This is an optimization exercise on Yosys and OpenROAD, whose aim is a short achievable clock period and few clock cycles per item, not a production implementation. Only simulation tests tie the RTL to the original design; equivalence was not proved. Power and IR drop assume default switching activity.

`flow/run.sh`:
```
#!/bin/bash
# synth_recipe.tcl (not shown) runs the flow's synth.tcl, then flattens the netlist and writes it again
# the make line also repeats each setting of config.mk as NAME=value (left out here)
make -C /OpenROAD-flow-scripts/flow DESIGN_CONFIG=/design/flow/config.mk WORK_HOME=/design/flow/orfs CLKGATE_MAP_FILE= SYNTH_SCRIPT=/design/flow/synth_recipe.tcl finish
```
`flow/config.mk`:
```
export PLATFORM = sky130hd
export DESIGN_NAME = rvCore
export DESIGN_NICKNAME = rvCore
export VERILOG_FILES = /design/flow/design.v
export SDC_FILE = /design/flow/constraint.sdc
export NUM_CORES = 4
export LEC_CHECK = 0
export ABC_CLOCK_PERIOD_IN_PS = 2000
export CAP_MARGIN = 20
export CORE_MARGIN = 2
export CORE_UTILIZATION = 35
export PLACE_DENSITY = 0.5
export SETUP_SLACK_MARGIN = 5
export SLEW_MARGIN = 20
export TNS_END_PERCENT = 100
```
`flow/constraint.sdc`:
```
create_clock -name core_clock -period 8.0 [get_ports {clk}]
set_input_delay 1.6000 -clock core_clock [delete_from_list [all_inputs] [get_ports {clk}]]
set_output_delay 1.6000 -clock core_clock [all_outputs]
set_load 0.01 [all_outputs]
```
`flow/design.v`:
```
`timescale 1ns/100ps
module regFile (
    input  logic        clk,
    input  logic        arstN,
    input  logic [31:0] rs1Sel,
    input  logic [31:0] rs2Sel,
    input  logic        wrEn,
    input  logic [4:0]  wrAddr,
    input  logic [31:0] wrData,
    output logic [31:0] rs1Data,
    output logic [31:0] rs2Data
);
    logic [31:0] regs [32];
    assign regs[0] = '0;
    for (genvar i = 1; i < 32; i++)
    begin : gReg
        always_ff @(posedge clk or negedge arstN)
        begin
            if (!arstN)
                regs[i] <= '0;
            else if (wrEn && (wrAddr == 5'(i)))
                regs[i] <= wrData;
        end
    end
    always_comb
    begin
        rs1Data = '0;
        rs2Data = '0;
        for (int i = 1; i < 32; i++)
        begin
            rs1Data = rs1Data | (regs[i] & {32{rs1Sel[i]}});
            rs2Data = rs2Data | (regs[i] & {32{rs2Sel[i]}});
        end
    end
endmodule
`timescale 1ns/100ps
module ksAdd #(
    parameter int W = 32
) (
    input  logic [W-1:0] a,
    input  logic [W-1:0] b,
    input  logic         cin,
    output logic [W-1:0] s
);
    localparam int L = $clog2(W);
    logic [(L+1)*W-1:0] g;
    logic [(L+1)*W-1:0] p;
    logic [W-1:0]       c;
    for (genvar i = 0; i < W; i++)
    begin : gBit
        assign g[i] = a[i] & b[i];
        assign p[i] = a[i] ^ b[i];
    end
    for (genvar l = 0; l < L; l++)
    begin : gLevel
        for (genvar i = 0; i < W; i++)
        begin : gNode
            if (i >= (1 << l))
            begin : gMerge
                assign g[(l+1)*W + i] = g[l*W + i] | (p[l*W + i] & g[l*W + i - (1 << l)]);
                assign p[(l+1)*W + i] = p[l*W + i] & p[l*W + i - (1 << l)];
            end
            else
            begin : gPass
                assign g[(l+1)*W + i] = g[l*W + i];
                assign p[(l+1)*W + i] = p[l*W + i];
            end
        end
    end
    assign c[0] = cin;
    for (genvar i = 1; i < W; i++)
    begin : gCarry
        assign c[i] = g[L*W + i - 1] | (p[L*W + i - 1] & cin);
    end
    assign s = p[W-1:0] ^ c;
endmodule
`timescale 1ns/100ps
module rvCore #(
    parameter int unsigned DMEM_BYTES = 256,
    parameter logic [31:0] RESET_PC   = 32'h0000_0000
) (
    input  logic        clk,
    input  logic        arstN,
    output logic [31:0] fetchPc,
    input  logic [31:0] instr,
    input  logic        instrValid,
    output logic        instrReady,
    output logic        retireValid,
    input  logic        retireReady,
    output logic [31:0] retirePc,
    output logic        retireWe,
    output logic [4:0]  retireRd,
    output logic [31:0] retireData,
    output logic [31:0] retireNextPc
);
    localparam logic [6:0] OP_BRANCH = 7'b1100011;
    localparam logic [6:0] OP_IMM    = 7'b0010011;
    localparam logic [6:0] OP_REG    = 7'b0110011;
    localparam logic [6:0] OP_JAL    = 7'b1101111;
    localparam logic [6:0] OP_JALR   = 7'b1100111;
    localparam logic [6:0] OP_LUI    = 7'b0110111;
    localparam logic [6:0] OP_STORE  = 7'b0100011;
    localparam logic [6:0] OP_LOAD   = 7'b0000011;
    localparam int unsigned ADDR_W = $clog2(DMEM_BYTES);
    localparam int BTB_N = 4;
    logic [31:0] pcF;
    logic [31:0] pcOutF;     
    logic        rdyF;       
    logic        rdyQ;       
    logic        hazF;       
    logic        btbV   [BTB_N];
    logic [31:0] btbPc  [BTB_N];
    logic [31:0] btbTgt [BTB_N];
    logic [$clog2(BTB_N)-1:0] btbPtr;
    logic        validD;
    logic [31:0] pcD;
    logic        predTD;     
    logic [31:0] predTgtD;
    logic [31:0] rfAD;       
    logic [31:0] rfBD;
    logic [4:0]  rs1D;
    logic [4:0]  rs2D;
    logic [4:0]  rdD;
    logic [31:0] immOpD;     
    logic [31:0] immTD;      
    logic [31:0] immID;      
    logic [ADDR_W-1:0] immMD;  
    logic        useRs2D;    
    logic        zeroAD;     
    logic        pcAD;       
    logic        subD;
    logic        logicD;
    logic        xorD;
    logic        bneD;
    logic        isBrD;
    logic        isJalD;
    logic        isJalrD;
    logic        isStD;
    logic        isLdD;
    logic        weD;        
    logic        fwdD;       
    logic        jalRedirD;  
    logic        validE;
    logic [31:0] pcE;
    logic [31:0] pc4E;
    logic [31:0] opAE;
    logic [31:0] opBE;       
    logic        subE;
    logic        logicE;     
    logic        xorE;
    logic [31:0] rs1E;
    logic [31:0] rs2E;
    logic [31:0] immE;
    logic [31:0] tgtE;       
    logic        predTE;
    logic [31:0] predTgtE;
    logic [ADDR_W-1:0] maddrE;
    logic [15:0] loE;        
    logic [15:0] stLoE;      
    logic        isBranchE;
    logic        isBneE;
    logic        isJalE;
    logic        isJalrE;
    logic        isLoadE;
    logic        isStoreE;
    logic        weE;
    logic        fwdE;
    logic [4:0]  rdE;
    logic        validM;
    logic [31:0] pcM;
    logic [31:0] nextPcM;
    logic [31:0] resM;
    logic        isLoadM;
    logic [127:0] memLoM;    
    logic [15:0] memHiM;     
    logic        weM;
    logic        fwdM;
    logic [4:0]  rdM;
    logic        insM;       
    logic        delM;       
    localparam int QN = 5;
    logic [QN-1:0]    qv;        
    logic [QN*32-1:0] qPc;
    logic [QN-1:0]    qWe;
    logic [QN*5-1:0]  qRd;
    logic [QN*32-1:0] qData;
    logic [QN*32-1:0] qNext;
    logic [8*DMEM_BYTES-1:0] dmem;
    logic        take;       
    logic        redirE;
    logic        redirD;
    logic [31:0] nextPcE;
    assign instrReady = rdyF;
    assign take       = instrValid & ~hazF & rdyQ;
    logic        hitF;
    logic [31:0] hitTgtF;
    logic [31:0] pc4F;
    logic [31:0] predNextF;
    always_comb
    begin
        hitF    = 1'b0;
        hitTgtF = '0;
        for (int i = 0; i < BTB_N; i++)
        begin
            if (btbV[i] && btbPc[i] == pcF)
            begin
                hitF    = 1'b1;
                hitTgtF = hitTgtF | btbTgt[i];
            end
        end
    end
    ksAdd #(.W(32)) uPc4F (
        .a   (pcF),
        .b   (32'd4),
        .cin (1'b0),
        .s   (pc4F)
    );
    assign predNextF = hitF ? hitTgtF : pc4F;
    logic [31:0] selAF;      
    logic [31:0] selBF;
    logic [31:0] rfAF;
    logic [31:0] rfBF;
    logic        wrM;        
    logic        wrE;        
    logic [31:0] resMfull;
    always_comb
    begin
        for (int i = 0; i < 32; i++)
        begin
            selAF[i] = (i != 0) && (instr[19:15] == 5'(i));
            selBF[i] = (i != 0) && (instr[24:20] == 5'(i));
        end
    end
    regFile uRegFile (
        .clk     (clk),
        .arstN   (arstN),
        .rs1Sel  (selAF),
        .rs2Sel  (selBF),
        .wrEn    (wrM),
        .wrAddr  (rdM),
        .wrData  (resMfull),
        .rs1Data (rfAF),
        .rs2Data (rfBF)
    );
    assign wrM = validM & fwdM;
    assign wrE = validE & fwdE & ~isLoadE;
    logic [6:0]  opF;
    logic [2:0]  f3F;
    logic        isRegF, isImmF, isLuiF, isBrF, isJalF, isJalrF, isStF, isLdF;
    logic        weF;
    logic        usesRs1F;
    logic        usesRs2F;
    logic [31:0] immIF;
    logic [31:0] immSF;
    logic [31:0] immBF;
    logic [31:0] immJF;
    logic [31:0] immUF;
    assign opF = instr[6:0];
    assign f3F = instr[14:12];
    assign immIF = {{20{instr[31]}}, instr[31:20]};
    assign immSF = {{20{instr[31]}}, instr[31:25], instr[11:7]};
    assign immBF = {{19{instr[31]}}, instr[31], instr[7], instr[30:25], instr[11:8], 1'b0};
    assign immJF = {{11{instr[31]}}, instr[31], instr[19:12], instr[20], instr[30:21], 1'b0};
    assign immUF = {instr[31:12], 12'h000};
    assign isRegF  = (opF == OP_REG);
    assign isImmF  = (opF == OP_IMM);
    assign isLuiF  = (opF == OP_LUI);
    assign isBrF   = (opF == OP_BRANCH);
    assign isJalF  = (opF == OP_JAL);
    assign isJalrF = (opF == OP_JALR);
    assign isStF   = (opF == OP_STORE);
    assign isLdF   = (opF == OP_LOAD);
    assign weF     = isRegF | isImmF | isLuiF | isJalF | isJalrF | isLdF;
    assign usesRs1F = isRegF | isImmF | isBrF | isJalrF | isStF | isLdF;
    assign usesRs2F = isRegF | isBrF | isStF;
    logic hazNextF;
    logic rdyQNext;
    assign hazNextF = hazF ? (validE & isLoadE & fwdE & (isStD | isLdD) & (rdE == rs1D)) :
                      (take & ~redirE & ~redirD &
                       ((validD & isLdD & (rdD != 5'd0) &
                         ((usesRs1F & (instr[19:15] == rdD)) |
                          (usesRs2F & (instr[24:20] == rdD)))) |
                        (validE & isLoadE & fwdE & (isStF | isLdF) &
                         (instr[19:15] == rdE))));
    always_ff @(posedge clk or negedge arstN)
    begin
        if (!arstN)
        begin
            pcF    <= RESET_PC;
            pcOutF <= RESET_PC;
            hazF   <= 1'b0;
            rdyF   <= 1'b1;
            rdyQ   <= 1'b1;
            validD <= 1'b0;
        end
        else
        begin
            hazF <= hazNextF;
            rdyQ <= rdyQNext;
            rdyF <= ~hazNextF & rdyQNext;
            if (redirE)
                pcF <= nextPcE;
            else if (hazF)
                pcF <= pcF;
            else if (redirD)
                pcF <= tgtD;
            else if (take)
                pcF <= predNextF;
            if (redirE)
                pcOutF <= nextPcE;
            else if (hazF)
                pcOutF <= pcOutF;
            else if (redirD)
                pcOutF <= tgtD;
            else if (take)
                pcOutF <= predNextF;
            if (redirE)
                validD <= 1'b0;
            else if (hazF)
                validD <= validD;
            else
                validD <= take & ~redirD;
        end
    end
    always_ff @(posedge clk)
    begin
        if (take)
        begin
            pcD       <= pcF;
            predTD    <= hitF;
            predTgtD  <= hitTgtF;
            rs1D      <= instr[19:15];
            rs2D      <= instr[24:20];
            rdD       <= instr[11:7];
            if (isLuiF)
                immOpD <= immUF;
            else if (isJalF || isJalrF)
                immOpD <= 32'd4;
            else
                immOpD <= immIF;
            immTD     <= isJalF ? immJF : immBF;
            immID     <= immIF;
            immMD     <= isStF ? immSF[ADDR_W-1:0] : immIF[ADDR_W-1:0];
            useRs2D   <= isRegF;
            zeroAD    <= isLuiF;
            pcAD      <= isJalF | isJalrF;
            subD      <= isRegF & (f3F == 3'b000) & instr[30];
            logicD    <= isRegF & ((f3F == 3'b111) | (f3F == 3'b100));
            xorD      <= (f3F == 3'b100);
            bneD      <= (f3F == 3'b001);
            isBrD     <= isBrF;
            isJalD    <= isJalF;
            isJalrD   <= isJalrF;
            isStD     <= isStF;
            isLdD     <= isLdF;
            weD       <= weF;
            fwdD      <= weF & (instr[11:7] != 5'd0);
            jalRedirD <= isJalF & ~hitF;
        end
    end
    always_ff @(posedge clk)
    begin
        if (take)
        begin
            rfAD <= (wrE && rdE == instr[19:15]) ? aluOutE :
                    (wrM && rdM == instr[19:15]) ? resMfull : rfAF;
            rfBD <= (wrE && rdE == instr[24:20]) ? aluOutE :
                    (wrM && rdM == instr[24:20]) ? resMfull : rfBF;
        end
        else
        begin
            if (wrE && rdE == rs1D)
                rfAD <= aluOutE;
            else if (wrM && rdM == rs1D)
                rfAD <= resMfull;
            if (wrE && rdE == rs2D)
                rfBD <= aluOutE;
            else if (wrM && rdM == rs2D)
                rfBD <= resMfull;
        end
    end
    assign fetchPc = pcOutF;
    logic [31:0] aluOutE;
    logic [31:0] tgtD;
    logic [31:0] pc4D;
    logic        eA, eB;
    logic [31:0] baseA;
    logic [31:0] baseB;
    logic [31:0] rs1V;
    logic [31:0] rs2V;
    logic [31:0] opAOther;
    logic [31:0] opBOther;
    assign eA    = validE & fwdE & (rdE == rs1D);
    assign eB    = validE & fwdE & (rdE == rs2D);
    assign baseA = (validM & isLoadM & fwdM & (rdM == rs1D)) ? resMfull : rfAD;
    assign baseB = (validM & isLoadM & fwdM & (rdM == rs2D)) ? resMfull : rfBD;
    assign rs1V  = eA ? aluOutE : baseA;
    assign rs2V  = eB ? aluOutE : baseB;
    assign opAOther = zeroAD ? 32'd0 : pcAD ? pcD : baseA;
    assign opBOther = useRs2D ? (baseB ^ {32{subD}}) : immOpD;
    ksAdd #(.W(32)) uTgtAdd (
        .a   (pcD),
        .b   (immTD),
        .cin (1'b0),
        .s   (tgtD)
    );
    ksAdd #(.W(32)) uPc4D (
        .a   (pcD),
        .b   (32'd4),
        .cin (1'b0),
        .s   (pc4D)
    );
    logic [ADDR_W-1:0] maddrD;
    logic [ADDR_W-1:0] mbaseD;
    logic [ADDR_W-1:0] maddrRegD;
    logic [ADDR_W-1:0] csX;
    logic [ADDR_W-1:0] csY;
    logic [ADDR_W-1:0] maddrSumE;
    logic [ADDR_W-1:0] maddrLogicE;
    assign mbaseD      = rfAD[ADDR_W-1:0];
    ksAdd #(.W(ADDR_W)) uMaddrReg (
        .a   (mbaseD),
        .b   (immMD),
        .cin (1'b0),
        .s   (maddrRegD)
    );
    assign csX         = opAE[ADDR_W-1:0] ^ opBE[ADDR_W-1:0] ^ immMD;
    assign csY         = ((opAE[ADDR_W-1:0] & opBE[ADDR_W-1:0]) |
                          (opAE[ADDR_W-1:0] & immMD) |
                          (opBE[ADDR_W-1:0] & immMD)) << 1;
    ksAdd #(.W(ADDR_W)) uMaddrSum (
        .a   (csX),
        .b   (csY),
        .cin (subE),
        .s   (maddrSumE)
    );
    ksAdd #(.W(ADDR_W)) uMaddrLogic (
        .a   (aluOutE[ADDR_W-1:0]),
        .b   (immMD),
        .cin (1'b0),
        .s   (maddrLogicE)
    );
    assign maddrD      = ~eA ? maddrRegD : logicE ? maddrLogicE : maddrSumE;
    assign redirD = validD & jalRedirD & ~hazF;
    always_ff @(posedge clk or negedge arstN)
    begin
        if (!arstN)
            validE <= 1'b0;
        else
            validE <= validD & ~hazF & ~redirE;
    end
    always_ff @(posedge clk)
    begin
        begin
            pcE       <= pcD;
            pc4E      <= pc4D;
            rdE       <= rdD;
            rs1E      <= rs1V;
            rs2E      <= rs2V;
            immE      <= immID;
            tgtE      <= tgtD;
            predTE    <= predTD;
            predTgtE  <= predTgtD;
            maddrE    <= maddrD;
            for (int i = 0; i < 16; i++)
            begin
                loE[i]   <= (maddrD[3:0] == 4'(i));
                stLoE[i] <= isStD & (maddrD[3:0] == 4'(i));
            end
            isBranchE <= isBrD;
            isBneE    <= bneD;
            isJalE    <= isJalD;
            isJalrE   <= isJalrD;
            isLoadE   <= isLdD;
            isStoreE  <= isStD;
            weE       <= weD;
            fwdE      <= fwdD;
            opAE      <= (eA & ~zeroAD & ~pcAD) ? aluOutE : opAOther;
            opBE      <= (eB & useRs2D) ? (aluOutE ^ {32{subD}}) : opBOther;
            subE      <= subD;
            logicE    <= logicD;
            xorE      <= xorD;
        end
    end
    logic [31:0] sumE;
    logic [31:0] opBTrueE;   
    logic [31:0] jalrSum;
    logic        takenE;
    logic        toTgtE;     
    logic        predOkE;    
    logic        tgtOkE;
    ksAdd #(.W(32)) uAlu (
        .a   (opAE),
        .b   (opBE),
        .cin (subE),
        .s   (sumE)
    );
    assign opBTrueE = opBE;
    assign aluOutE  = logicE ? (xorE ? (opAE ^ opBTrueE) : (opAE & opBTrueE)) : sumE;
    ksAdd #(.W(32)) uJalr (
        .a   (rs1E),
        .b   (immE),
        .cin (1'b0),
        .s   (jalrSum)
    );
    logic [15:0]  hiE;
    logic [127:0] memLoE;
    logic         stE;
    logic [15:0]  stHiE;
    always_comb
    begin
        for (int i = 0; i < 16; i++)
            hiE[i] = (maddrE[7:4] == 4'(i));
    end
    always_comb
    begin
        memLoE = '0;
        for (int k = 0; k < 16; k++)
            for (int j = 0; j < 16; j++)
                memLoE[8*k +: 8] = memLoE[8*k +: 8] | (dmem[8*(16*k+j) +: 8] & {8{loE[j]}});
    end
    assign stE   = validE;
    assign stHiE = hiE & {16{stE}};
    for (genvar i = 0; i < DMEM_BYTES; i++)
    begin : gMem
        always_ff @(posedge clk)
        begin
            if (stHiE[i / 16] && stLoE[i % 16])
                dmem[8*i +: 8] <= rs2E[7:0];
        end
    end
    assign tgtOkE  = (predTgtE == tgtE);
    assign takenE  = isBranchE & ((rs1E == rs2E) ^ isBneE);
    assign toTgtE  = takenE | isJalE;
    assign predOkE = predTE & tgtOkE;
    assign nextPcE = isJalrE ? {jalrSum[31:1], 1'b0} : toTgtE ? tgtE : pc4E;
    assign redirE  = validE &
                     (isJalrE | (takenE & ~predOkE) | (isJalE & predTE & ~tgtOkE) |
                      (~toTgtE & predTE));
    always_ff @(posedge clk or negedge arstN)
    begin
        if (!arstN)
            validM <= 1'b0;
        else
            validM <= validE;
    end
    always_ff @(posedge clk)
    begin
        begin
            pcM     <= pcE;
            nextPcM <= nextPcE;
            resM    <= aluOutE;
            isLoadM <= isLoadE;
            memLoM  <= memLoE;
            memHiM  <= hiE;
            weM     <= weE;
            fwdM    <= fwdE;
            rdM     <= rdE;
            insM    <= toTgtE & ~predOkE;
            delM    <= ~toTgtE & predTE;
        end
    end
    logic [7:0] memByteM;
    always_comb
    begin
        memByteM = '0;
        for (int k = 0; k < 16; k++)
            memByteM = memByteM | (memLoM[8*k +: 8] & {8{memHiM[k]}});
    end
    assign resMfull = isLoadM ? {24'h000000, memByteM} : resM;
    logic btbIns;
    logic btbDel;
    assign btbIns = validM & insM;
    assign btbDel = validM & delM;
    always_ff @(posedge clk or negedge arstN)
    begin
        if (!arstN)
        begin
            for (int i = 0; i < BTB_N; i++)
                btbV[i] <= 1'b0;
            btbPtr <= '0;
        end
        else
        begin
            for (int i = 0; i < BTB_N; i++)
            begin
                if ((btbIns || btbDel) && btbPc[i] == pcM)
                    btbV[i] <= 1'b0;
            end
            if (btbIns)
            begin
                btbV[btbPtr] <= 1'b1;
                btbPtr       <= btbPtr + 1'b1;
            end
        end
    end
    always_ff @(posedge clk)
    begin
        if (btbIns)
        begin
            btbPc[btbPtr]  <= pcM;
            btbTgt[btbPtr] <= nextPcM;
        end
    end
    logic          pushQ;
    logic          popQ;
    logic [QN-1:0] shV;      
    logic [QN-1:0] putQ;     
    logic [QN-1:0] qvNext;
    assign pushQ = validM;
    assign popQ  = qv[0] & retireReady;
    always_comb
    begin
        for (int i = 0; i < QN; i++)
        begin
            shV[i]  = popQ ? ((i + 1 < QN) ? qv[(i + 1) % QN] : 1'b0) : qv[i];
        end
        for (int i = 0; i < QN; i++)
        begin
            putQ[i]   = pushQ & ~shV[i] & ((i == 0) ? 1'b1 : shV[(i + QN - 1) % QN]);
            qvNext[i] = shV[i] | putQ[i];
        end
    end
    assign rdyQNext = ~qvNext[1];
    always_ff @(posedge clk or negedge arstN)
    begin
        if (!arstN)
            qv <= '0;
        else
            qv <= qvNext;
    end
    for (genvar i = 0; i < QN; i++)
    begin : gQueue
        always_ff @(posedge clk)
        begin
            if (putQ[i])
            begin
                qPc[32*i +: 32]   <= pcM;
                qWe[i]            <= weM;
                qRd[5*i +: 5]     <= rdM;
                qData[32*i +: 32] <= resMfull;
                qNext[32*i +: 32] <= nextPcM;
            end
            else if (popQ && i + 1 < QN)
            begin
                qPc[32*i +: 32]   <= qPc[32*((i + 1) % QN) +: 32];
                qWe[i]            <= qWe[(i + 1) % QN];
                qRd[5*i +: 5]     <= qRd[5*((i + 1) % QN) +: 5];
                qData[32*i +: 32] <= qData[32*((i + 1) % QN) +: 32];
                qNext[32*i +: 32] <= qNext[32*((i + 1) % QN) +: 32];
            end
        end
    end
    assign retireValid  = qv[0];
    assign retirePc     = qPc[31:0];
    assign retireWe     = qWe[0];
    assign retireRd     = qRd[4:0];
    assign retireData   = qData[31:0];
    assign retireNextPc = qNext[31:0];
endmodule
```
==> reports/metrics.yaml, run 1 <==
global_route:
  grt_usage_pct: 29.4
  antenna_found_initial: 68
  gr-total-overflow: 0
  grt_max_degree: 214
  grt_pass1_vias: 128000
  grt_pass1_wl_um: 1120000
cts:
  cts_buffers: 520
  root_buffer: "clkbuf_16"
  cts.sinks: 4638
  clk_latency_ns: 1.12
  htree_levels: 6
  postCtsHoldBufs: 0
  clk_pin_slew_ns: 0.06
  clock_path_buffers: 4
  cts_tree: "yes"
min_path:
  hold_path.class: "reg -> reg"
  whs_path_depth: 0
route:
  drt_iter0_markers: 21300
  wl_per_cell_um: 37.1
  drt_pre_antenna_iters: 15
  met2WireLength_um: 351000
  ant_nets: 0
  vias: 138000
  m1WireLength_um: 348000
  routed_wl_um: 836000
  dr_wl_met3_um: 99500
  routed.top_layer: "met5"
  viasPerCell: 6.14
  drc: 0
critical_path:
  crit_fanout: 1
  max_stage_delay_ns: 0.59
  worst-path-stages: 1
  cpMaxStageDelayCell: "edfxtp_1"
  cp.arrival_ns: 1.89
  path_delay_family: "flip-flops"
  cp-end-kind: "output pin"
  path_cells: "buf_2"
  cp-start-kind: "flip-flop"
  path_buf_inv: 1
  worstSetupPathType: "reg -> out"
  worst_r2r_path_depth: 15
  crit_required_ns: 6.40
sta:
  setup_slack_ns: 4.51
  fin_skew_ns: 0.0902
  slew_headroom_pct: 18.4
  rsz0062_at_grt: "yes"
  drv_slew: 0
  finalHoldViolCount: 0
  finalSetupTns_ns: 0
  fin_crit_ns: 3.49
  setup_viol: 0
  tightest_slew_ns: 1.22
  hold_ws_ns: 0.322
  max_freq_mhz: 287
  timing.final.crit_share_pct: 43.6
finish:
  layout.nets: 15100
  final_cells: 22600
  drive_gt1_share_pct: 21.2
  area_growth_pct: 21.7
flow_run:
  maxCapViolCount: 0
place:
  placed_cells: 20800
  dp_slack_ns: 1.87
  io_buffers: 171
  dp_hpwl_um: 490000
  routabilityCongestion: 0.965
synthesis:
  synth_cells: 14300
  synth.most_common_cell: "edfxtp_1"
  synth.avg_cell_area_sq_um: 13.2
  async_flop_share_pct: 22.4
  ys.flop_type: "edfxtp_1"
  synth.top_cell.area_share_pct: 48.3
  synth.net_count: 14500
  yosysSeqAreaShare_pct: 68.2
  synth_area_leaders: "edfxtp_1 (48%), dfrtp_1 (14%), dfxtp_1 (6.0%)"
  netlist_area_sq_um: 188000
  synthTopCellsByCount: "edfxtp_1 (3030), nand2_1 (1624), o21ai_0 (1271), dfrtp_1 (1039), a22oi_1 (954)"
  synth_top_area_cell: "edfxtp_1"
  synth_edf_count: 3030
  yosysWarningCount: 4
  yosys_register_bits: 4638
  ys_types: 99
power:
  powerDensity_nw_per_um2: 374
  power.leakage_nw: 83.4
  irDropWorstVdd_uv: 305
  total_power_mw: 85.6
floorplanning:
  rows: 269
  dieHeight_um: 737
  ios: 172
  die_x_um: 737
  dieArea_sq_um: 544000
  start_util_pct: 35.1
  core-area_sq_um: 536000
run_status:
  status: "timing/DRC/antenna clean"
==> power by group <==
part / switching, mW / leakage, nW / internal, mW
Combinational: 17.2 / 28.5 / 9.09
Sequential: 4.42 / 46.7 / 31.0
Clock: 10.4 / 8.21 / 13.5
==> cells by family (layout without fill, tap and decap cells) <==
group,Yosys count,after routing,synth area share [%]
simple gates,3186,3204,7.80
mux,438,438,2.54
other cells,0,32,0
buf+inv,1297,2314,2.84
fa+ha+maj,131,131,0.918
xor+xnor,530,530,2.47
flops,4638,4638,68.2
compound gates,4078,4083,15.2
==> worst paths after layout <==
| check | slack (ns) | end | from |
|---|---|---|---|
| worst max-delay path | 4.51 | retireData[18] | qData[18] |
| worst max register to register | 4.66 | opBE[31] | opBE[0] |
| worst min-delay path | 0.32 | pcM[21] | pcE[21] |
| max in group asynchronous | 5.54 | uRegFile.regs[8][9] | arstN |
| worst min register to register | 0.32 | pcM[21] | pcE[21] |
| min in group asynchronous | 0.52 | uRegFile.regs[17][29] | arstN |
==> worst register-to-register path, cell delays in order (launching register included) <==
cell and delay [ns]:
dfxtp_4 0.36, ha_4 0.25, a21oi_4 0.16, buf_6 0.12
buf_6 0.08, nand4b_4 0.18, a211oi_4 0.08, buf_6 0.14
o311ai_4 0.29, a21boi_2 0.13, buf_4 0.16, o2111a_1 0.23
a311o_2 0.40, a21o_1 0.24, xor2_1 0.15, mux2_2 0.28
==> per-layer routing <==
| layer | track usage (%) | up-vias |
|---|---|---|
| li1 | - | 55900 |
| met3 | 9.16 | 2027 |
| met4 | 10.0 | 38 |
| met2 | 42.7 | 9139 |
| met5 | 0.271 | - |
| met1 | 41.6 | 71300 |
==> registers in the layout (all words and copies together), names as in the netlist, 128 cells and up <==
| signal | count |
|---|---|
| dmem | 2048 |
| btbTgt | 128 |
| qPc | 160 |
| qNext | 160 |
| memLoM | 128 |
| uRegFile.regs | 992 |
| btbPc | 128 |
| qData | 160 |
==> cells in the final DEF (no fill, tap or decap), types with 54 or more instances in the layout <==
master     synthesis  final
edfxtp_1        3030   3030
nand2_1         1624   1542
o21ai_0         1271   1176
dfrtp_1         1039   1018
a22oi_1          954    901
buf_4            101    623
a22o_1           581    549
clkbuf_16          0    549
a221oi_1         542    528
dfxtp_1          567    484
nand4_1          318    318
xnor2_1          343    314
mux2_2           325    310
and2_1           284    280
nor2_1           387    266
buf_6              0    232
buf_12             0    188
xor2_1           187    176
clkbuf_1         931    163
nand3_1          164    135
a21oi_1          173    125
mux2i_1          113    106
inv_1            106     93
a21o_1            91     87
nor2_4             0     85
o21ai_1           39     84
buf_2             81     82
ha_1             119     78
a222oi_1          72     72
nor3_1           123     69
clkinv_2           0     68
nand2b_1          75     60
o211ai_1          60     60
clkbuf_8           0     56
a22oi_2            1     54
buf_8              0     54
==> per-stage QoR <==
step / area [sq um] / utilization [%]
final: 229000 / 42.7
after global routing: 229000 / 42.7
after CTS: 224000 / 41.8
after detailed placement: 199000 / 37.0
after global placement: 199000 / 37.0
after floorplan: 189000 / -
==> cell type report <==
| class | instances | area, sq um |
|---|---|---|
| clock inverters | 196 | 2120 |
| flip-flops and latches | 4638 | 129000 |
| repair buffers | 1255 | 13900 |
| fillers | 49100 | 307000 |
| diodes | 32 | 80.1 |
| clock buffers | 754 | 14800 |
| multi-input cells | 8386 | 60200 |
| well taps | 7181 | 8980 |
| inverters | 108 | 445 |
| repair inverters | 1 | 8.76 |
==> what timing repair did <==
action,4_1_cts,5_1_grt
resized for setup,1630,657
buffers inserted,473,178
pin swaps,312,361
setup endpoints to repair,2219,505
gates cloned,47,20
Testbench counts, summed over its fixed seeds: cycles 24,274, instrs 24,000.
==> run 2: changes to the inputs <==
--- a/flow/design.v
+++ b/flow/design.v
@@ -104,7 +104,7 @@
     localparam int unsigned ADDR_W = $clog2(DMEM_BYTES);
     localparam int BTB_N = 4;
     logic [31:0] pcF;
-    logic [31:0] pcOutF;     
+    logic [31:0] pcOutNF;    
     logic        rdyF;       
     logic        rdyQ;       
     logic        hazF;       
@@ -180,6 +180,7 @@
     logic        delM;       
     localparam int QN = 5;
     logic [QN-1:0]    qv;        
+    logic             qv0NF;     
     logic [QN*32-1:0] qPc;
     logic [QN-1:0]    qWe;
     logic [QN*5-1:0]  qRd;
@@ -287,7 +288,7 @@
         if (!arstN)
         begin
             pcF    <= RESET_PC;
-            pcOutF <= RESET_PC;
+            pcOutNF <= ~RESET_PC;
             hazF   <= 1'b0;
             rdyF   <= 1'b1;
             rdyQ   <= 1'b1;
@@ -307,13 +308,13 @@
             else if (take)
                 pcF <= predNextF;
             if (redirE)
-                pcOutF <= nextPcE;
+                pcOutNF <= ~nextPcE;
             else if (hazF)
-                pcOutF <= pcOutF;
+                pcOutNF <= pcOutNF;
             else if (redirD)
-                pcOutF <= tgtD;
+                pcOutNF <= ~tgtD;
             else if (take)
-                pcOutF <= predNextF;
+                pcOutNF <= ~predNextF;
             if (redirE)
                 validD <= 1'b0;
             else if (hazF)
@@ -379,7 +380,7 @@
                 rfBD <= resMfull;
         end
     end
-    assign fetchPc = pcOutF;
+    assign fetchPc = ~pcOutNF;
     logic [31:0] aluOutE;
     logic [31:0] tgtD;
     logic [31:0] pc4D;
@@ -625,11 +626,44 @@
     always_ff @(posedge clk or negedge arstN)
     begin
         if (!arstN)
-            qv <= '0;
+        begin
+            qv    <= '0;
+            qv0NF <= 1'b1;
+        end
         else
-            qv <= qvNext;
+        begin
+            qv    <= qvNext;
+            qv0NF <= ~qvNext[0];
+        end
+    end
+    always_ff @(posedge clk or negedge arstN)
+    begin
+        if (!arstN)
+        begin
+            qPc[31:0]   <= '0;
+            qWe[0]      <= 1'b0;
+            qRd[4:0]    <= '0;
+            qData[31:0] <= '0;
+            qNext[31:0] <= '0;
+        end
+        else if (putQ[0])
+        begin
+            qPc[31:0]   <= pcM;
+            qWe[0]      <= weM;
+            qRd[4:0]    <= rdM;
+            qData[31:0] <= resMfull;
+            qNext[31:0] <= nextPcM;
+        end
+        else if (popQ)
+        begin
+            qPc[31:0]   <= qPc[63:32];
+            qWe[0]      <= qWe[1];
+            qRd[4:0]    <= qRd[9:5];
+            qData[31:0] <= qData[63:32];
+            qNext[31:0] <= qNext[63:32];
+        end
     end
-    for (genvar i = 0; i < QN; i++)
+    for (genvar i = 1; i < QN; i++)
     begin : gQueue
         always_ff @(posedge clk)
         begin
@@ -651,7 +685,7 @@
             end
         end
     end
-    assign retireValid  = qv[0];
+    assign retireValid  = ~qv0NF;
     assign retirePc     = qPc[31:0];
     assign retireWe     = qWe[0];
     assign retireRd     = qRd[4:0];
==> run 2 against run 1 <==
Still clean on timing, DRC and antenna; combinational power rose by 5%; clock power decreased by 2%; flip-flop and latch count grew 33; hold slack got worse by 0.025 ns; register-to-register slack got worse by 0.10 ns; clock-buffer cell count is 99 lower; sequential share of layout area shrank 0.40 points; first-iteration DRC count decreased by 2.5%; sequential power grew 2%; design area up 0.99%; critical path type unchanged; critical endpoint is now fetchPc[7]; largest cell class unchanged.
==> reports/metrics.yaml, run 2 <==
floorplanning:
  rows: 270  # +0.37%
  dieArea_sq_um: 548000  # +0.80%
  core-area_sq_um: 541000  # +0.81%
  die_x_um: 740  # +0.40%
  dieHeight_um: 740  # +0.40%
  ios: 172  # unchanged
  start_util_pct: 35.1  # about the same
synthesis:
  ys_types: 91  # -8.1%
  netlist_area_sq_um: 190000  # +0.81%
  synth.top_cell.area_share_pct: 46.3  # -2.0 points
  synth_area_leaders: "edfxtp_1 (46%), dfrtp_1 (15%), dfxtp_1 (6.0%)"
  synth_xor_area_share_pct: 2.46  # about the same
  yosysWarningCount: 4  # unchanged
  yosys_register_bits: 4671  # +0.71%
  synth_edf_count: 2928  # -3.4%
  synth_top_family_by_area: "compound AO/OA/AOI/OAI gates"
  synthTopCellsByCount: "edfxtp_1 (2928), nand2_1 (1739), o21ai_0 (1352), dfrtp_1 (1141), clkbuf_1 (1038)"
  yosysSeqAreaShare_pct: 67.8  # -0.36 points
  synthAdderAreaFrac_pct: 0.911  # -0.0074 points
  ys.flop_type: "edfxtp_1"
  synth.avg_cell_area_sq_um: 12.9  # -1.9%
  synth_top_area_cell: "edfxtp_1"
  yosys.area_share.simple_pct: 8.11  # +0.31 points
  async_flop_share_pct: 25.2  # +2.7 points
  synth_cells: 14700  # +2.8%
  synth.net_count: 14900  # +2.7%
  synth_compound_area_share_pct: 15.3  # +0.083 points
  synth.most_common_cell: "edfxtp_1"
  muxShareOfSynthArea_pct: 2.45  # -0.096 points
critical_path:
  cp.arrival_ns: 2.13  # +0.24 ns
  max_stage_delay_ns: 0.56  # -0.03 ns
  path_cells: "clkinvlp_4, buf_6"
  cp-start-kind: "flip-flop"
  crit_required_ns: 6.40  # about the same
  cpMaxStageDelayCell: "dfstp_2"
  crit_fanout: 2  # +1
  worstSetupPathType: "reg -> out"
  worstReg2RegStart: "opAE[0]"
  startpoint: "pcOutNF[7]"
  cp-end-kind: "output pin"
sta:
  fin_skew_ns: 0.0913  # +0.00102 ns
  fin_crit_ns: 3.73  # +0.240 ns
  hold_ws_ns: 0.297  # -0.0253 ns
  drv_slew: 0  # unchanged
  rsz0062_at_grt: "yes"
  tightest_slew_ns: 1.29  # +0.0688 ns
  slew_headroom_pct: 13.9  # -4.6 points
  max_freq_mhz: 268  # -6.4%
  timing.final.crit_share_pct: 46.6  # +3.0 points
  setup_viol: 0  # unchanged
  finalHoldViolCount: 0  # unchanged
  finalSetupTns_ns: 0  # unchanged
global_route:
  gr-total-overflow: 0  # unchanged
  grt_max_degree: 179  # -16%
  grt_usage_pct: 29.7  # +0.25 points
  grt_pass1_vias: 130000  # +0.88%
  antenna_found_initial: 80  # +18%
  grt_pass1_wl_um: 1140000  # +1.8%
cts:
  root_buffer: "clkbuf_16"
  clk_latency_ns: 1.07  # -0.05 ns
  clk_pin_slew_ns: 0.07  # about the same
  clock_path_buffers: 4  # unchanged
  cts_tree: "yes"
  cts.sinks: 4671  # +0.71%
  cts_buffers: 480  # -7.7%
  postCtsHoldBufs: 0  # unchanged
  htree_levels: 5  # -1
power:
  powerDensity_nw_per_um2: 376  # +0.76%
  total_power_mw: 87.1  # +1.8%
  power.leakage_nw: 85.6  # +2.6%
  irDropWorstVdd_uv: 277  # -9.1%
place:
  dp_hpwl_um: 523000  # +6.8%
  placed_cells: 21300  # +2.0%
  routabilityCongestion: 0.983  # +1.8%
  io_buffers: 171  # unchanged
route:
  viasPerCell: 6.05  # -1.4%
  drc: 0  # unchanged
  wl_per_cell_um: 36.7  # -0.90%
  ant_nets: 0  # unchanged
  routed_wl_um: 846000  # +1.2%
  vias: 139000  # +0.70%
  drt_iter0_markers: 20800  # -2.5%
  drt_pre_antenna_iters: 10  # -5
finish:
  largest_register_ffs: 2048  # unchanged
  post-route-util_pct: 42.8  # +0.075 points
  area_growth_pct: 21.9
  final_cells: 23000  # +2.1%
  largest_register: "dmem"
  drive_gt1_share_pct: 21.8  # +0.52 points
  reg_top3: "dmem x2048, uRegFile.regs x992"
  layout_commonest_cell: "edfxtp_1"
  final_cell_mix: "edfxtp_1 (2928), nand2_1 (1648), o21ai_0 (1250), dfrtp_1 (1106), a22oi_1 (900)"
  layout.nets: 15500  # +2.8%
flow_run:
  maxCapViolCount: 0  # unchanged
min_path:
  hold_start: "isJalD"
  hold_path.class: "reg -> reg"
run_status:
  status: "timing/DRC/antenna clean"
==> run 2: changes by cell type after synthesis, sizes merged, moves of 53 or more <==
cell    delta
o21ai     +86
clkbuf   +107
mux2i     +69
edfxtp   -102
dfrtp    +102
mux2      -74
buf       -72
nand2    +115
a21oi     +53
==> run 2: repair_timing <==
action | in CTS | in global routing
endpoints found under the setup margin | 2775 | 969
resized for setup | 1802 | 455
gates cloned | 39 | 5
buffers inserted | 600 | 157
pin swaps | 353 | 312
==> run 2: kinds of logic (layout without fill, tap and decap cells) <==
kind of cell	Yosys count	in the layout
flops	4671	4671
compound gates	4191	4196
simple gates	3371	3386
buf+inv	1364	2411
xor+xnor	534	534
mux	433	433
fa+ha+maj	131	131
other cells	0	55
==> run 2: cell type report <==
cell class	instances	area, sq um
tap	7208	9020
antenna	55	138
sequential	4671	129000
clock buffer	655	13600
multi-input combinational	8680	61800
timing repair buffer	1360	14400
clock inverter	256	2800
fill	49600	309000
inverter	140	618
==> run 2: report_power, final <==
group          internal [mW]  switching (mW)  leakage (nW)
clock network           13.3            10.1          8.08
registers               31.1            5.04          47.3
logic                   9.76            17.7          30.2
==> run 2: critical path, delay by kind of cell, from the launching register on <==
kind,cells,cell delay [ns]
flip-flops,1,0.56
buffers and inverters,2,0.51
==> run 2: path summary, 6_finish.rpt <==
check                                        end  slack, ns  cells past startpoint
max                                   fetchPc[7]       4.27                      2
min                                       isJalE       0.30                      0
max reg2reg                             rfAD[27]       4.56                     15
min reg2reg                               isJalE       0.30                      0
max in group asynchronous  uRegFile.regs[13][30]       5.57                      3
min in group asynchronous              qData[19]       0.45                      1
==> run 2: per-layer routing <==
metal  track usage, %  wire (um)  vias up
met3             7.50      89200     1964
met5                0        147        -
li1                 -          -    57100
met2             43.2     357000     8419
met1             42.3     357000    71900
met4             11.9      42800       18
==> run 2: per-stage QoR <==
stage,setup WS [ns],area [sq um]
after floorplan,4.40,192000
after global placement,1.70,201000
after global routing,4.24,231000
after detailed placement,1.69,201000
after CTS,4.18,228000
final,4.27,231000
Testbench counts of run 2, summed over its fixed seeds: cycles 24,274, instrs 24,000.
==> run 3: changes to the inputs <==
--- a/flow/design.v
+++ b/flow/design.v
@@ -104,9 +104,8 @@
     localparam int unsigned ADDR_W = $clog2(DMEM_BYTES);
     localparam int BTB_N = 4;
     logic [31:0] pcF;
-    logic [31:0] pcOutNF;    
+    logic [31:0] pcOutF;     
     logic        rdyF;       
-    logic        rdyQ;       
     logic        hazF;       
     logic        btbV   [BTB_N];
     logic [31:0] btbPc  [BTB_N];
@@ -178,21 +177,29 @@
     logic [4:0]  rdM;
     logic        insM;       
     logic        delM;       
-    localparam int QN = 5;
-    logic [QN-1:0]    qv;        
-    logic             qv0NF;     
-    logic [QN*32-1:0] qPc;
-    logic [QN-1:0]    qWe;
-    logic [QN*5-1:0]  qRd;
-    logic [QN*32-1:0] qData;
-    logic [QN*32-1:0] qNext;
+    logic        qValid;
+    logic [31:0] qPc;
+    logic        qWe;
+    logic [4:0]  qRd;
+    logic [31:0] qData;
+    logic [31:0] qNext;
+    logic        sValid;
+    logic [31:0] sPc;
+    logic        sWe;
+    logic [4:0]  sRd;
+    logic [31:0] sData;
+    logic [31:0] sNext;
     logic [8*DMEM_BYTES-1:0] dmem;
+    logic        frz;        
+    logic        adv;        
     logic        take;       
     logic        redirE;
     logic        redirD;
     logic [31:0] nextPcE;
+    assign frz        = sValid;
+    assign adv        = ~hazF & ~frz;
     assign instrReady = rdyF;
-    assign take       = instrValid & ~hazF & rdyQ;
+    assign take       = instrValid & adv;
     logic        hitF;
     logic [31:0] hitTgtF;
     logic [31:0] pc4F;
@@ -243,8 +250,8 @@
         .rs1Data (rfAF),
         .rs2Data (rfBF)
     );
-    assign wrM = validM & fwdM;
-    assign wrE = validE & fwdE & ~isLoadE;
+    assign wrM = validM & fwdM & ~frz;
+    assign wrE = validE & fwdE & ~isLoadE & ~frz;
     logic [6:0]  opF;
     logic [2:0]  f3F;
     logic        isRegF, isImmF, isLuiF, isBrF, isJalF, isJalrF, isStF, isLdF;
@@ -275,8 +282,9 @@
     assign usesRs1F = isRegF | isImmF | isBrF | isJalrF | isStF | isLdF;
     assign usesRs2F = isRegF | isBrF | isStF;
     logic hazNextF;
-    logic rdyQNext;
-    assign hazNextF = hazF ? (validE & isLoadE & fwdE & (isStD | isLdD) & (rdE == rs1D)) :
+    logic sValidNext;
+    assign hazNextF = frz  ? hazF :
+                      hazF ? (validE & isLoadE & fwdE & (isStD | isLdD) & (rdE == rs1D)) :
                       (take & ~redirE & ~redirD &
                        ((validD & isLdD & (rdD != 5'd0) &
                          ((usesRs1F & (instr[19:15] == rdD)) |
@@ -288,39 +296,40 @@
         if (!arstN)
         begin
             pcF    <= RESET_PC;
-            pcOutNF <= ~RESET_PC;
+            pcOutF <= RESET_PC;
             hazF   <= 1'b0;
             rdyF   <= 1'b1;
-            rdyQ   <= 1'b1;
             validD <= 1'b0;
         end
         else
         begin
             hazF <= hazNextF;
-            rdyQ <= rdyQNext;
-            rdyF <= ~hazNextF & rdyQNext;
-            if (redirE)
-                pcF <= nextPcE;
-            else if (hazF)
-                pcF <= pcF;
-            else if (redirD)
-                pcF <= tgtD;
-            else if (take)
-                pcF <= predNextF;
-            if (redirE)
-                pcOutNF <= ~nextPcE;
-            else if (hazF)
-                pcOutNF <= pcOutNF;
-            else if (redirD)
-                pcOutNF <= ~tgtD;
-            else if (take)
-                pcOutNF <= ~predNextF;
-            if (redirE)
-                validD <= 1'b0;
-            else if (hazF)
-                validD <= validD;
-            else
-                validD <= take & ~redirD;
+            rdyF <= ~hazNextF & ~sValidNext;
+            if (!frz)
+            begin
+                if (redirE)
+                    pcF <= nextPcE;
+                else if (hazF)
+                    pcF <= pcF;
+                else if (redirD)
+                    pcF <= tgtD;
+                else if (instrValid)
+                    pcF <= predNextF;
+                if (redirE)
+                    pcOutF <= nextPcE;
+                else if (hazF)
+                    pcOutF <= pcOutF;
+                else if (redirD)
+                    pcOutF <= tgtD;
+                else if (instrValid)
+                    pcOutF <= predNextF;
+                if (redirE)
+                    validD <= 1'b0;
+                else if (hazF)
+                    validD <= validD;
+                else
+                    validD <= instrValid & ~redirD;
+            end
         end
     end
     always_ff @(posedge clk)
@@ -380,7 +389,7 @@
                 rfBD <= resMfull;
         end
     end
-    assign fetchPc = ~pcOutNF;
+    assign fetchPc = pcOutF;
     logic [31:0] aluOutE;
     logic [31:0] tgtD;
     logic [31:0] pc4D;
@@ -447,11 +456,12 @@
     begin
         if (!arstN)
             validE <= 1'b0;
-        else
+        else if (!frz)
             validE <= validD & ~hazF & ~redirE;
     end
     always_ff @(posedge clk)
     begin
+        if (!frz && !hazF)
         begin
             pcE       <= pcD;
             pc4E      <= pc4D;
@@ -520,7 +530,7 @@
             for (int j = 0; j < 16; j++)
                 memLoE[8*k +: 8] = memLoE[8*k +: 8] | (dmem[8*(16*k+j) +: 8] & {8{loE[j]}});
     end
-    assign stE   = validE;
+    assign stE   = validE & ~frz;
     assign stHiE = hiE & {16{stE}};
     for (genvar i = 0; i < DMEM_BYTES; i++)
     begin : gMem
@@ -535,18 +545,19 @@
     assign toTgtE  = takenE | isJalE;
     assign predOkE = predTE & tgtOkE;
     assign nextPcE = isJalrE ? {jalrSum[31:1], 1'b0} : toTgtE ? tgtE : pc4E;
-    assign redirE  = validE &
+    assign redirE  = validE & ~frz &
                      (isJalrE | (takenE & ~predOkE) | (isJalE & predTE & ~tgtOkE) |
                       (~toTgtE & predTE));
     always_ff @(posedge clk or negedge arstN)
     begin
         if (!arstN)
             validM <= 1'b0;
-        else
+        else if (!frz)
             validM <= validE;
     end
     always_ff @(posedge clk)
     begin
+        if (!frz)
         begin
             pcM     <= pcE;
             nextPcM <= nextPcE;
@@ -571,8 +582,8 @@
     assign resMfull = isLoadM ? {24'h000000, memByteM} : resM;
     logic btbIns;
     logic btbDel;
-    assign btbIns = validM & insM;
-    assign btbDel = validM & delM;
+    assign btbIns = validM & ~frz & insM;
+    assign btbDel = validM & ~frz & delM;
     always_ff @(posedge clk or negedge arstN)
     begin
         if (!arstN)
@@ -603,92 +614,59 @@
             btbTgt[btbPtr] <= nextPcM;
         end
     end
-    logic          pushQ;
-    logic          popQ;
-    logic [QN-1:0] shV;      
-    logic [QN-1:0] putQ;     
-    logic [QN-1:0] qvNext;
-    assign pushQ = validM;
-    assign popQ  = qv[0] & retireReady;
-    always_comb
-    begin
-        for (int i = 0; i < QN; i++)
-        begin
-            shV[i]  = popQ ? ((i + 1 < QN) ? qv[(i + 1) % QN] : 1'b0) : qv[i];
-        end
-        for (int i = 0; i < QN; i++)
-        begin
-            putQ[i]   = pushQ & ~shV[i] & ((i == 0) ? 1'b1 : shV[(i + QN - 1) % QN]);
-            qvNext[i] = shV[i] | putQ[i];
-        end
-    end
-    assign rdyQNext = ~qvNext[1];
+    logic pushQ;
+    logic popQ;
+    assign pushQ = validM & ~frz;
+    assign popQ  = qValid & retireReady;
+    assign sValidNext = (qValid && !popQ && pushQ) ? 1'b1 : popQ ? 1'b0 : sValid;
     always_ff @(posedge clk or negedge arstN)
     begin
         if (!arstN)
         begin
-            qv    <= '0;
-            qv0NF <= 1'b1;
+            qValid <= 1'b0;
+            sValid <= 1'b0;
         end
         else
         begin
-            qv    <= qvNext;
-            qv0NF <= ~qvNext[0];
+            if (!qValid || popQ)
+                qValid <= sValid | pushQ;
+            sValid <= sValidNext;
         end
     end
-    always_ff @(posedge clk or negedge arstN)
+    always_ff @(posedge clk)
     begin
-        if (!arstN)
+        if (!qValid || popQ)
         begin
-            qPc[31:0]   <= '0;
-            qWe[0]      <= 1'b0;
-            qRd[4:0]    <= '0;
-            qData[31:0] <= '0;
-            qNext[31:0] <= '0;
-        end
-        else if (putQ[0])
-        begin
-            qPc[31:0]   <= pcM;
-            qWe[0]      <= weM;
-            qRd[4:0]    <= rdM;
-            qData[31:0] <= resMfull;
-            qNext[31:0] <= nextPcM;
-        end
-        else if (popQ)
-        begin
-            qPc[31:0]   <= qPc[63:32];
-            qWe[0]      <= qWe[1];
-            qRd[4:0]    <= qRd[9:5];
-            qData[31:0] <= qData[63:32];
-            qNext[31:0] <= qNext[63:32];
-        end
-    end
-    for (genvar i = 1; i < QN; i++)
-    begin : gQueue
-        always_ff @(posedge clk)
-        begin
-            if (putQ[i])
+            if (sValid)
             begin
-                qPc[32*i +: 32]   <= pcM;
-                qWe[i]            <= weM;
-                qRd[5*i +: 5]     <= rdM;
-                qData[32*i +: 32] <= resMfull;
-                qNext[32*i +: 32] <= nextPcM;
+                qPc   <= sPc;
+                qWe   <= sWe;
+                qRd   <= sRd;
+                qData <= sData;
+                qNext <= sNext;
             end
-            else if (popQ && i + 1 < QN)
+            else
             begin
-                qPc[32*i +: 32]   <= qPc[32*((i + 1) % QN) +: 32];
-                qWe[i]            <= qWe[(i + 1) % QN];
-                qRd[5*i +: 5]     <= qRd[5*((i + 1) % QN) +: 5];
-                qData[32*i +: 32] <= qData[32*((i + 1) % QN) +: 32];
-                qNext[32*i +: 32] <= qNext[32*((i + 1) % QN) +: 32];
+                qPc   <= pcM;
+                qWe   <= weM;
+                qRd   <= rdM;
+                qData <= resMfull;
+                qNext <= nextPcM;
             end
         end
+        if (qValid && !popQ && pushQ)
+        begin
+            sPc   <= pcM;
+            sWe   <= weM;
+            sRd   <= rdM;
+            sData <= resMfull;
+            sNext <= nextPcM;
+        end
     end
-    assign retireValid  = ~qv0NF;
-    assign retirePc     = qPc[31:0];
-    assign retireWe     = qWe[0];
-    assign retireRd     = qRd[4:0];
-    assign retireData   = qData[31:0];
-    assign retireNextPc = qNext[31:0];
+    assign retireValid  = qValid;
+    assign retirePc     = qPc;
+    assign retireWe     = qWe;
+    assign retireRd     = qRd;
+    assign retireData   = qData;
+    assign retireNextPc = qNext;
 endmodule
==> run 3 against run 2 <==
Clock skew shrank 0.031 ns; die area down 5.1%; critical path depth is 1 higher; sequential power is 5% lower; hold slack gained 0.12 ns; sequential share of layout area increased by 0.51 points; largest power group unchanged.
==> reports/metrics.yaml, run 3 <==
power:
  power.leakage_nw: 80.2  # -6.3%
  power_frac_seq_pct: 39.7  # -1.8 points
  switchingPower_mw: 32.9  # about the same
  switching_share_pct: 38.0  # +0.21 points
  clock_power_share_pct: 24.8  # -2.1 points
  intPower_mw: 53.7  # -0.92%
  irDropWorstVdd_uv: 402  # +45%
  p_comb_share_pct: 35.4  # +3.9 points
  powerDensity_nw_per_um2: 390  # +3.7%
synthesis:
  yosys_register_bits: 4328  # -7.3%
  synthTopCellsByCount: "edfxtp_1 (3291), nand2_1 (1562), o21ai_0 (1186), dfrtp_1 (1036), a22oi_1 (997)"
  ys.flop_type: "edfxtp_1"
  synth.avg_cell_area_sq_um: 13.4  # +3.8%
  synth_top_area_cell: "edfxtp_1"
  async_flop_share_pct: 24.0  # -1.2 points
  synth.top_cell.area_share_pct: 54.9  # +8.6 points
  synth.net_count: 13600  # -8.6%
  ys_types: 87  # -4.4%
  synth_cells: 13400  # -8.7%
  yosysWarningCount: 4  # unchanged
  yosysSeqAreaShare_pct: 69.3  # +1.5 points
  netlist_area_sq_um: 180000  # -5.2%
  synth_edf_count: 3291  # +12%
  synth.most_common_cell: "edfxtp_1"
  synth_area_leaders: "edfxtp_1 (55%), dfrtp_1 (14%), a22oi_1 (4.2%)"
floorplanning:
  ios: 172  # unchanged
  die_x_um: 721  # -2.6%
  core-area_sq_um: 513000  # -5.1%
  dieArea_sq_um: 520000  # -5.1%
  start_util_pct: 35.1  # about the same
  rows: 263  # -2.6%
  dieHeight_um: 721  # -2.6%
global_route:
  grt_max_degree: 221  # +23%
  grt_pass1_wl_um: 1060000  # -7.3%
  antenna_found_initial: 82  # +2.5%
  grt_pass1_vias: 123000  # -5.0%
  gr-total-overflow: 0  # unchanged
  grt_usage_pct: 28.9  # -0.83 points
critical_path:
  max_stage_delay_ns: 0.39  # -0.17 ns
  crit_fanout: 2  # unchanged
  path_cells: "buf_12, buf_12, buf_6"
  worstReg2RegStart: "opAE[9]"
  path_delay_family: "flip-flops"
  worst-path-stages: 3  # +1
  worstSetupPathType: "reg -> out"
  crit_required_ns: 6.40  # about the same
  reg2reg_to: "opBE[25]"
  endpoint: "fetchPc[10]"
  crit_top_cell: "buf_12"
  startpoint: "pcOutF[10]"
  cpMaxStageDelayCell: "dfrtp_1"
  worst-r2r-setup-slack_ns: 4.61  # +0.05 ns
  path_buf_inv: 3  # +1
  cp-start-kind: "flip-flop"
  cp-end-kind: "output pin"
  worst_r2r_path_depth: 11  # -4
  cp.arrival_ns: 1.81  # -0.32 ns
cts:
  htree_levels: 5  # unchanged
  cts_buffers: 453  # -5.6%
  cts_tree: "yes"
  root_buffer: "clkbuf_16"
  postCtsHoldBufs: 0  # unchanged
  clk_pin_slew_ns: 0.07  # about the same
  clk_latency_ns: 1.07  # about the same
  cts.sinks: 4328  # -7.3%
  clock_path_buffers: 4  # unchanged
flow_run:
  maxCapViolCount: 0  # unchanged
sta:
  drv_slew: 0  # unchanged
  setup_viol: 0  # unchanged
  rsz0062_at_grt: "yes"
  timing.final.crit_share_pct: 42.6  # -4.0 points
  fin_crit_ns: 3.41  # -0.322 ns
  max_freq_mhz: 293  # +9.4%
  finalSetupTns_ns: 0  # unchanged
  fin_skew_ns: 0.0607  # -0.0306 ns
  finalHoldViolCount: 0  # unchanged
  tightest_slew_ns: 1.32  # +0.0236 ns
  slew_headroom_pct: 11.7  # -2.2 points
run_status:
  status: "timing/DRC/antenna clean"
finish:
  area_growth_pct: 23.3
  largest_register: "dmem"
  fillers: 46600  # -6.0%
  layout.nets: 14500  # -6.7%
  largest_register_ffs: 2048  # unchanged
  final_cell_mix: "edfxtp_1 (3291), nand2_1 (1466), o21ai_0 (1060), dfrtp_1 (1017), a22oi_1 (938)"
  fin_area_sq_um: 222000  # -4.1%
  drive_gt1_share_pct: 22.6  # +0.89 points
  reg_top3: "dmem x2048, uRegFile.regs x992"
  layout_commonest_cell: "edfxtp_1"
route:
  ant_nets: 0  # unchanged
  drt_iter0_markers: 20000  # -3.9%
  wl_per_cell_um: 36.3  # -1.1%
  routed_wl_um: 780000  # -7.8%
  drc: 0  # unchanged
  drt_pre_antenna_iters: 10  # unchanged
  viasPerCell: 6.16  # +1.8%
  vias: 132000  # -5.2%
min_path:
  hold_path.class: "reg -> reg"
place:
  io_buffers: 171  # unchanged
  dp_hpwl_um: 452000  # -14%
  routabilityCongestion: 0.949  # -3.4%
  postPlaceCellArea_sq_um: 191000  # -4.9%
[run 3: changes by cell type after synthesis, moves of 29 or more]
cell      delta
dfxtp_1    -567
edfxtp_1   +363
nand2_1    -177
o21ai_0    -166
clkbuf_1   -154
mux2_2     -126
dfrtp_1    -105
buf_4      -101
mux2i_1     -93
dfstp_2     -34
a22oi_1     +32
inv_1       -31
o21ai_1     -29
[run 3: layout make-up]
class | instances | area (sq um) | share of cell area, %
sequential | 4328 | 125000 | 56.3
multi-input combinational | 7979 | 57600 | 26.0
timing repair buffer | 1419 | 15600 | 7.04
clock buffer | 581 | 12500 | 5.65
tap | 6757 | 8450 | 3.81
clock inverter | 254 | 2340 | 1.05
inverter | 106 | 457 | 0.206
antenna | 34 | 85.1 | 0.0383
[run 3: power by group through the flow]
stage | clock network (mW) | logic [mW] | registers [mW]
final | 21.5 | 30.7 | 34.4
after global routing | 22.6 | 32.0 | 34.5
after CTS | 21.7 | 28.3 | 34.2
after detailed placement | 0 | 23.0 | 34.8
after global placement | 0 | 22.9 | 34.9
after floorplan | 0 | 12.1 | 33.8
[run 3: worst min-delay path by stage]
stage / start / endpoint / depth (start not counted)
floorplan: fwdD / fwdE / 0
global placement: pcE[20] / pcM[20] / 0
detailed placement: pcE[23] / pcM[23] / 0
CTS: predTgtD[4] / predTgtE[4] / 0
global route: pcE[3] / pcM[3] / 0
finish: isJalD / isJalE / 0
[run 3: logic make-up (layout without fill, tap and decap cells)]
logic type	Yosys count	after routing	share of synthesized area, %
AOI/OAI and AO/OA	3960	3962	15.5
DFF	4328	4328	69.3
other	0	34	0
xor gates and xnor gates	545	545	2.65
and+or+nand+nor	3114	3127	7.92
buffers and inverters	1128	2360	2.38
adders and majority gates	131	131	0.961
muxes	214	214	1.28
[run 3: stage by stage]
stage          utilization (%)  hold WS (ns)  std cells  power [mW]  worst slack (ns)
4_1_cts                   42.4         0.407      21200        84.2              4.57
3_5_place_dp              37.2         0.405      19700        57.8              1.88
2_1_floorplan                -         0.400      13400        45.8             0.430
3_3_place_gp              37.2         0.400      19700        57.7              1.89
5_1_grt                   43.3         0.418      21400        89.2              4.54
6_report                  43.3         0.416      21500        86.6              4.59
[run 3: repair_timing]
item                                    CTS  global route
endpoints found under the hold margin     0             0
resized for setup                      1927           657
buffers inserted                        611           187
pin swaps                               357           362
setup endpoints to repair              4216          1337
cloned                                   55            10
[run 3: layer usage]
| metal | track usage [%] | vias up | wire length, um |
|---|---|---|---|
| li1 | - | 53700 | - |
| met1 | 40.3 | 68000 | 320000 |
| met2 | 42.3 | 8357 | 333000 |
| met3 | 7.48 | 2140 | 84100 |
| met4 | 12.5 | 42 | 42700 |
| met5 | 0.139 | - | 363 |
[run 3: worst register-to-register path: cells and delay by family (launching register included)]
kind | cells | cell delay [ns]
fa+ha+maj | 1 | 0.45
buf+inv | 2 | 0.39
simple gates | 2 | 0.44
xor+xnor | 1 | 0.14
flops | 1 | 0.42
compound gates | 4 | 1.03
mux | 1 | 0.28
Testbench counts of run 3, summed over its fixed seeds: cycles 24,274, instrs 24,000.

-- afterwards: timing with drivers on the ports --
The results above use ideal ports. As a check the final layouts listed here were re-extracted and re-timed, cells and wires unchanged.
Step 1 assumes that a clkbuf_16 drives the clock port and a buf_2 every other input.
Step 2 moves the port delays by t, midway between the first and last clock arrival at a register: inputs arrive t later, outputs are due t later. That takes back most of the time a late clock gives input paths.
a / b / c = no drivers / after step 1 / after step 2; a / b = the first two.
| run | shift t [ns] | setup WS [ns] | hold WS [ns] | worst setup path at the end | slew at the worst register clock pin (ns) |
|---|---|---|---|---|---|
| run 1 | 1.192 | 4.511 / 4.389 / 3.408 | 0.322 / 0.322 / 0.322 | input to register | 0.07 / 0.07 |
| run 2 | 1.170 | 4.271 / 4.137 / 3.335 | 0.297 / 0.297 / 0.297 | input to register | 0.07 / 0.07 |
| run 3 | 1.159 | 4.593 / 4.474 / 3.573 | 0.416 / 0.416 / 0.416 | input to register | 0.07 / 0.07 |
After both steps setup and hold are still met in every run listed. The setup slack of run 1, which loses most, moves by -0.122 ns with the drivers and by -1.103 ns with both steps.
